This design comes from an exercise in tuning for small area, a short achievable clock period and few clock cycles per item on the open sky130 flow, not from production work. In this exercise RTL edits were held to simulation tests only and were not proved equivalent to the original. Power and IR drop assume default switching activity.

$ cat flow/design.v
package bet_pkg;
    function automatic integer t_prod_w(input integer cnt_w, input integer t_w);
        t_prod_w = cnt_w + t_w;
    endfunction
    function automatic integer bits_for(input integer n);
        bits_for = 0;
        while ((2 ** bits_for) < n) bits_for = bits_for + 1;
    endfunction
endpackage
module bet_flag_ram #(
    parameter int unsigned BLK_AW = 12,
    parameter int unsigned COL_W  = 6
) (
    input  logic                        clk,
    input  logic                        clr,
    input  logic                        set,
    input  logic [BLK_AW-1:0]           set_addr,
    input  logic [BLK_AW-COL_W-1:0]     rd_row,
    output logic [2**COL_W-1:0]         rd_data
);
    localparam int unsigned ROW_W = BLK_AW - COL_W;
    localparam int unsigned NROW  = 2 ** ROW_W;
    localparam int unsigned NCOL  = 2 ** COL_W;
    logic [NROW*NCOL-1:0] flags;
    logic [NROW-1:0]      row_set;
    logic [NCOL-1:0]      col_set;
    logic [NROW-1:0]      row_rd;
    always_comb begin
        for (int r = 0; r < NROW; r++) begin
            row_set[r] = set && (set_addr[BLK_AW-1:COL_W] == ROW_W'(r));
            row_rd[r]  = (rd_row == ROW_W'(r));
        end
        for (int c = 0; c < NCOL; c++) begin
            col_set[c] = (set_addr[COL_W-1:0] == COL_W'(c));
        end
    end
    always_ff @(posedge clk) begin
        for (int r = 0; r < NROW; r++) begin
            for (int c = 0; c < NCOL; c++) begin
                flags[r*NCOL+c] <= (flags[r*NCOL+c] & ~clr) | (row_set[r] & col_set[c]);
            end
        end
    end
    always_comb begin
        rd_data = '0;
        for (int r = 0; r < NROW; r++) begin
            rd_data = rd_data | (flags[r*NCOL +: NCOL] & {NCOL{row_rd[r]}});
        end
    end
endmodule
module bet_wear_leveler #(
    parameter int unsigned BLK_AW = 12,
    parameter int unsigned CNT_W  = 32,
    parameter int unsigned T_W    = 8,
    parameter int unsigned T      = 8
) (
    input  logic              clk_50,
    input  logic              rst,
    input  logic              wl_en,
    input  logic              erase_valid,
    input  logic [BLK_AW-1:0] erase_addr,
    output logic              erase_ready,
    output logic              gc_valid,
    output logic [BLK_AW-1:0] gc_addr,
    input  logic              gc_ready,
    output logic              busy,
    output logic [CNT_W-1:0]  e_cnt_o,
    output logic [CNT_W-1:0]  f_cnt_o
);
    localparam int unsigned NUM_BLK = 2 ** BLK_AW;
    localparam int unsigned COL_W   = (BLK_AW > 6) ? 6 : BLK_AW;
    localparam int unsigned ROW_W   = BLK_AW - COL_W;
    localparam int unsigned NCOL    = 2 ** COL_W;
    localparam int unsigned F_W     = BLK_AW + 1;
    localparam int unsigned T_PROD_W = bet_pkg::t_prod_w(CNT_W, T_W);
    localparam int unsigned TB_W    = bet_pkg::bits_for(T * NUM_BLK + 1);
    localparam int unsigned EW      = (TB_W < CNT_W) ? TB_W : CNT_W;
    localparam int unsigned DW      = EW + 2;
    localparam logic [CNT_W-1:0] E_SAT = CNT_W'(2 ** EW - 1);
    logic clr_q, run_q, req_q;
    logic [CNT_W-1:0]     e_q;
    logic [F_W-1:0]       f_q;
    logic signed [DW-1:0] d_q;        
    logic [BLK_AW-1:0]    sp_q;
    logic                 sp_x_q;
    logic                 cand_v_q;
    logic [NCOL-1:0]      row_q;      
    logic                 seval_q;    
    assign erase_ready = run_q;
    assign busy        = ~run_q;
    assign gc_valid    = req_q & cand_v_q;
    assign gc_addr     = sp_q;
    assign e_cnt_o     = e_q;
    assign f_cnt_o     = CNT_W'(f_q);
    logic             acc;
    logic [ROW_W-1:0] srch_row;
    logic [ROW_W-1:0] rd_row;
    logic [NCOL-1:0]  rd_data;
    assign acc      = erase_valid & run_q;
    assign srch_row = sp_q[BLK_AW-1:COL_W] + ROW_W'(seval_q);
    assign rd_row   = run_q ? erase_addr[BLK_AW-1:COL_W] : srch_row;
    bet_flag_ram #(
        .BLK_AW (BLK_AW),
        .COL_W  (COL_W)
    ) u_flag_ram (
        .clk      (clk_50),
        .clr      (clr_q),
        .set      (acc),
        .set_addr (erase_addr),
        .rd_row   (rd_row),
        .rd_data  (rd_data)
    );
    logic e_inc, nf, f_last, ge0, ge1, full, owe;
    logic [NCOL-1:0] col_hit;
    logic [F_W-1:0] f_inc;
    logic signed [DW-1:0] d_inc, d_new;
    always_comb begin
        for (int c = 0; c < NCOL; c++) col_hit[c] = (erase_addr[COL_W-1:0] == COL_W'(c));
    end
    assign e_inc  = ~(|(e_q & ~E_SAT));
    assign d_inc  = d_q + DW'(e_inc);
    assign d_new  = d_inc - DW'(T);
    assign f_inc  = f_q + F_W'(1);
    assign nf     = ~(|(rd_data & col_hit));
    assign f_last = (f_q == F_W'(NUM_BLK - 1));
    assign ge0    = ~d_inc[DW-1];
    assign ge1    = ge0 & (d_inc[DW-2:0] >= (DW-1)'(T));
    assign full   = nf & f_last;
    assign owe    = wl_en & ~full & (nf ? ge1 : ge0);
    logic [NCOL-1:0]   srch;
    logic [NCOL-1:0]   first;
    logic              s_found;
    logic [COL_W-1:0]  s_col;
    logic [BLK_AW-1:0] s_addr;
    logic              s_hit;      
    always_comb begin
        for (int c = 0; c < NCOL; c++) begin
            srch[c] = ~row_q[c] & ((COL_W'(c) > sp_q[COL_W-1:0]) |
                                   ((COL_W'(c) == sp_q[COL_W-1:0]) & ~sp_x_q));
        end
        for (int c = 0; c < NCOL; c++) begin
            first[c] = srch[c] & ~(|(srch & ((NCOL'(1) << c) - NCOL'(1))));
        end
        s_found = |srch;
        for (int b = 0; b < COL_W; b++) begin
            s_col[b] = 1'b0;
            for (int c = 0; c < NCOL; c++) begin
                if ((c >> b) & 1) s_col[b] = s_col[b] | first[c];
            end
        end
        s_hit = (erase_addr[BLK_AW-1:COL_W] == sp_q[BLK_AW-1:COL_W]) &
                (|(first & col_hit));
    end
    assign s_addr = {sp_q[BLK_AW-1:COL_W], s_col};
    always_ff @(posedge clk_50) begin
        row_q <= rd_data;
    end
    always_ff @(posedge clk_50 or negedge rst) begin
        if (!rst) begin
            clr_q    <= 1'b1;
            run_q    <= 1'b0;
            req_q    <= 1'b0;
            e_q      <= '0;
            f_q      <= '0;
            d_q      <= '0;
            sp_q     <= '0;
            sp_x_q   <= 1'b0;
            cand_v_q <= 1'b0;
            seval_q  <= 1'b0;
        end else if (clr_q) begin
            clr_q    <= 1'b0;
            run_q    <= 1'b1;
            req_q    <= 1'b0;
            e_q      <= '0;
            f_q      <= '0;
            d_q      <= '0;
            sp_q     <= '0;
            sp_x_q   <= 1'b0;
            cand_v_q <= 1'b1;
            seval_q  <= 1'b0;
        end else begin
            seval_q <= 1'b0;
            if (seval_q) begin
                if (s_found) begin
                    sp_q     <= s_addr;
                    sp_x_q   <= 1'b1;
                    cand_v_q <= ~(acc & s_hit);
                end else begin
                    sp_q    <= {sp_q[BLK_AW-1:COL_W] + ROW_W'(1), COL_W'(0)};
                    sp_x_q  <= 1'b0;
                    seval_q <= req_q;
                end
            end
            if (acc) begin
                if (!(&e_q)) e_q <= e_q + CNT_W'(1);
                f_q <= nf ? f_inc : f_q;
                d_q <= nf ? d_new : d_inc;
                if (cand_v_q && erase_addr == sp_q) begin
                    cand_v_q <= 1'b0;
                    sp_x_q   <= 1'b1;
                end
                if (full) begin
                    run_q <= 1'b0;
                    clr_q <= 1'b1;
                end else if (owe) begin
                    run_q <= 1'b0;
                    req_q <= 1'b1;
                end
            end
            if (req_q) begin
                if (cand_v_q) begin
                    if (gc_ready) begin
                        req_q    <= 1'b0;
                        run_q    <= 1'b1;
                        cand_v_q <= 1'b0;
                        sp_x_q   <= 1'b1;
                        seval_q  <= 1'b1;
                    end
                end else if (!seval_q) begin
                    seval_q <= 1'b1;
                end
            end
        end
    end
endmodule
$ cat flow/run.sh
#!/bin/bash
# synth_recipe.tcl (not shown) runs the flow's synth.tcl, then flattens the netlist and writes it again
# the make line also repeats each setting of config.mk as NAME=value (left out here)
make -C /OpenROAD-flow-scripts/flow DESIGN_CONFIG=/design/flow/config.mk WORK_HOME=/design/flow/orfs CLKGATE_MAP_FILE= SYNTH_SCRIPT=/design/flow/synth_recipe.tcl finish
$ cat flow/config.mk
export PLATFORM = sky130hd
export DESIGN_NAME = bet_wear_leveler
export DESIGN_NICKNAME = bet_wear_leveler
export VERILOG_FILES = /design/flow/design.v
export SDC_FILE = /design/flow/constraint.sdc
export NUM_CORES = 4
export LEC_CHECK = 0
export CAP_MARGIN = 20
export CORE_MARGIN = 2
export CORE_UTILIZATION = 50
export PLACE_DENSITY = 0.6
export SETUP_SLACK_MARGIN = 5
export SLEW_MARGIN = 20
$ cat flow/constraint.sdc
create_clock -name core_clock -period 10.0 [get_ports {clk_50}]
set_input_delay 2.0000 -clock core_clock [delete_from_list [all_inputs] [get_ports {clk_50}]]
set_output_delay 2.0000 -clock core_clock [all_outputs]
set_load 0.01 [all_outputs]
==> impl_metrics.ini <==
[grt]
antenna_found_initial = 133
globalRouteMet1Util = 0.685
grt_first_pass_wirelength_um = 1310000
globalRouteTotalUtil = 0.573
met3_routing_resource_usage_after_global_routing = 0.292
largest_net_degree_at_the_start_of_global_routing = 228
globalRoute.totalOverflow = 0
grt.met2_usage = 0.743
globalRoute.busiestLayer = met2
via_count_of_the_first_global_routing_pass = 149000

[flow_run]
max_cap_violations = 0

[cts]
cts-buffers-inserted = 438
clock_tree.buffer_depth = 4
cts-root-buf = clkbuf_16
tritoncts_num_sinks = 4241
clk_transition_reported_paths_ps = 60
insertion_delay_ps = 1140
cts_tree = built
h_tree_levels = 5
post_cts_hold_fix_bufs = 0

[detailed_routing]
drt-initial-drc-count = 38700
routed_via_density = 8.28
drt-pass1-iter-count = 17
ant_nets = 0
wirelength_um = 1000000
num_vias = 170000
wire_per_inst_um = 48.8
post-route-drc-count = 0

[synth]
ys_top_cells_by_count = dfxtp_1, o2bb2ai_1, clkbuf_1
count_of_flip_flops_with_a_built_in_enable_after_synthesis = 0
yosysWarnings = 2
postSynthAreaPerCell_um2 = 10.1
synth_top_area_share = 0.513
synthCells = 16100
synth-async-reset-ratio = 0.0191
synthDominantAreaCellType = dfxtp_1
synth_most_common_cell = dfxtp_1
synth_area_leaders = dfxtp_1, o2bb2ai_1, o22ai_1
synthesis.area_um2 = 162000
synthDistinctLibCells = 112
synth_top_flop_cell = dfxtp_1
ys_seq_elements = 4241
synth.yosys.seq_area_share = 0.526

[placement]
hpwlAfterDp_um = 548000
dpl_cell_area_um2 = 168000
buffer_ports.inserted = 76
place.gp.congestion = 1.02

[sta]
worst_clock_skew_ps = 103
final.period_utilization = 0.676
fmax_ghz = 0.148
timing.final.max_slew_violations = 33
crit_path_time_final_ps = 6760
rsz0062_at_grt = yes
fin_tns_setup_ps = 0
hold_viol = 0
tightest_slew_ps = 1520
finalSetupViolCount = 0
maxSlewHeadroom = -0.0150

[status]
run_status = finished with violations
failed_layout_checks = max-slew violations

[critical_path]
worst_path_max_delay_cell = o21ai_1
startpoint_type = register
timing.critical_path.mode_cell = buf_4
crit_required_ps = 10920
worst_r2r_path_depth = 23
reg2reg_to = d_q[13]
timing_worst_setup_path_type = reg2reg
rr_startpoint = sp_q[10]
timing.critical_path.arrival_ps = 7680
cp_cell_sequence = nand3_1 -> o21ai_1 -> nand3_4 -> buf_4 -> nor3_1 -> buf_4 -> a22o_1 -> a211oi_2 -> buf_4 -> nand4_1 -> nor4_2 -> buf_4 -> o221ai_2 -> nor4_4 -> buf_4 -> nand4_4 -> buf_12 -> nor2_4 -> buf_6 -> buf_4 -> nand3_4 -> mux2i_1 -> mux2_2
critical_path.max_stage_delay_ps = 910
cp_max_fo = 10
crit_path_end_kind = register
r2r_slack_ps = 3240

[floorplanning]
io_pins = 96
dieArea_um2 = 329000
floorplan.die.height_um = 574
core_region_area_um2 = 323000
die_width_um = 574
starting_utilization_of_the_core_area = 0.502
num_rows = 209

[final_layout]
final_cell_area_um2 = 191000
layout_area_overhead_pct = 17.6
fill_cells = 26900
final_layout_size_suffix_gt1_frac = 0.146
final_net_count = 15700

[power_and_ir_drop]
switching_power_mw = 15.8
power_report.internal_total_mw = 29.6
seq_power_share = 0.380
pwr_density_cell_nw_per_um2 = 238
share_comb_of_total_power = 0.239
p_leak_nw = 71.7
pwr-share-clk = 0.380
worst_ir_drop_vdd_v = 0.000254
power.share.switching = 0.348

[hold_path]
timing.hold.worst.class = reg2reg
worstHoldEndpoint = u_flag_ram.flags[2490]
hold_path_startpoint = u_flag_ram.flags[2490]
hold_depth = 1
[logic make-up after synthesis]
| kind of cell | after synthesis | share of synthesized area |
|---|---|---|
| mux | 51 | 0.00322 |
| simple gates | 1650 | 0.0502 |
| xor+xnor | 71 | 0.00388 |
| other cells | 1 | 0.0000231 |
| flops | 4241 | 0.526 |
| buf+inv | 3011 | 0.0727 |
| fa+ha+maj | 8 | 0.000617 |
| compound gates | 7054 | 0.344 |
[cell type report]
class	instances	area, um2	share of cell area
antenna	201	503	0.00264
inverter	1019	3840	0.0201
clock inverter	154	2050	0.0107
clock buffer	640	12800	0.0673
sequential	4241	85300	0.447
multi-input combinational	8861	68800	0.361
tap	4325	5410	0.0284
timing repair buffer	1094	12000	0.0627
[critical path: cells and delay by family (launching register included)]
kind | cells | cell delay (ps)
multiplexers | 2 | 540
buffers and inverters | 8 | 1620
AO/OA/AOI/OAI | 4 | 1450
flip-flops | 1 | 710
AND/OR/NAND/NOR | 9 | 2240
[sequential cells by signal, indices dropped and copies added (netlist names), 12 cells and up]
register and cells:
d_q 18, e_q 32, f_q 13, row_q 64, sp_q 12, u_flag_ram.flags 4096
[placed cells by master (no fill, tap or decap), types with 78 or more instances in the layout]
master     Yosys  final
nand4_1       82     82
nand2_4        1     85
clkbuf_1    1571     97
nand3_1      248    236
nor3_1       175    125
o22ai_1     1448   1441
buf_6         12     96
a31oi_1      142    135
clkbuf_8       0    100
nand2_1      454    301
diode_2        0    201
buf_4         39    695
clkinv_2       0     78
nor2_1       336    297
a32oi_1      115    112
dfxtp_1     4160   4160
clkbuf_16      0    455
o2bb2ai_1   3128   3128
a22oi_1      768    742
a222oi_1     219    219
inv_1       1017   1016
buf_12         0    157
a21oi_1      272    259
a22o_1        91     90
o21ai_0      128    112
a221oi_1     144    129
[metrics by stage]
step / util / hold slack [ps] / power [mW] / setup slack (ps) / cells
2_1_floorplan: - / 424 / 20.8 / 3960 / 16100
3_3_place_gp: 0.519 / 440 / 25.8 / 304 / 19200
3_5_place_dp: 0.520 / 439 / 25.8 / 551 / 19200
4_1_cts: 0.581 / 458 / 43.5 / 3630 / 20200
5_1_grt: 0.588 / 470 / 45.1 / 3480 / 20300
6_report: 0.590 / 462 / 45.5 / 3240 / 20500
[how the worst max path moves through the flow]
stage	startpoint	end	slack, ps	depth (start not counted)
2_1_floorplan	erase_addr[6]	d_q[9]	3960	21
4_1_cts	erase_addr[7]	d_q[17]	3630	20
3_3_place_gp	erase_addr[6]	d_q[12]	300	20
3_5_place_dp	erase_addr[10]	d_q[17]	550	22
6_report	sp_q[10]	d_q[13]	3240	23
5_1_grt	erase_addr[8]	d_q[12]	3480	22
[power by group through the flow]
stage               registers, mW  clock network [mW]  logic (mW)
CTS                          17.3                17.1        9.20
floorplan                    17.5                   0        3.29
detailed placement           17.7                   0        8.11
global route                 17.3                17.7        10.1
finish                       17.3                17.3        10.9
global placement             17.7                   0        8.09
[timing repair]
| action | CTS | global route |
|---|---|---|
| cloned | 28 | 15 |
| buffers inserted | 201 | 111 |
| resized for setup | 549 | 190 |
| pin swaps | 120 | 113 |
| endpoints found under the setup margin | 212 | 68 |
[metal layers]
| metal | up-vias | part of all wire |
|---|---|---|
| li1 | 61600 | - |
| met2 | 19900 | 0.38 |
| met3 | 6334 | 0.18 |
| met4 | 74 | 0.11 |
| met1 | 82100 | 0.34 |
| met5 | - | 0.0012 |
Testbench counts, summed over its fixed seeds: cycles 292,758, erases 262,848.

[separate check: timing with driven ports]
No port has a modelled driver above. Below, the same layout with a new extraction and two added sets of constraints. Step 1 (the two cells are an assumption about what drives the block):
set clk [get_ports {clk_50}]
set_driving_cell -lib_cell sky130_fd_sc_hd__clkbuf_16 $clk
set_driving_cell -lib_cell sky130_fd_sc_hd__buf_2 [delete_from_list [all_inputs] $clk]
Step 2 times the ports against the registers' clock, not the clock port: input delays grow and output delays shrink by t, the midpoint of the rising clock arrivals with the driver on. Slacks: ideal ports / drivers / drivers and shift; pairs: ideal ports / drivers.
t (ns): 1.196
setup WS [ns]: 3.245 / 3.159 / 1.963
worst setup path at the end: input to register
latest minus earliest clock arrival (ns): 0.108 / 0.108
For this run, drivers alone change the setup slack by -0.086 ns; drivers and shift together by -1.282 ns.
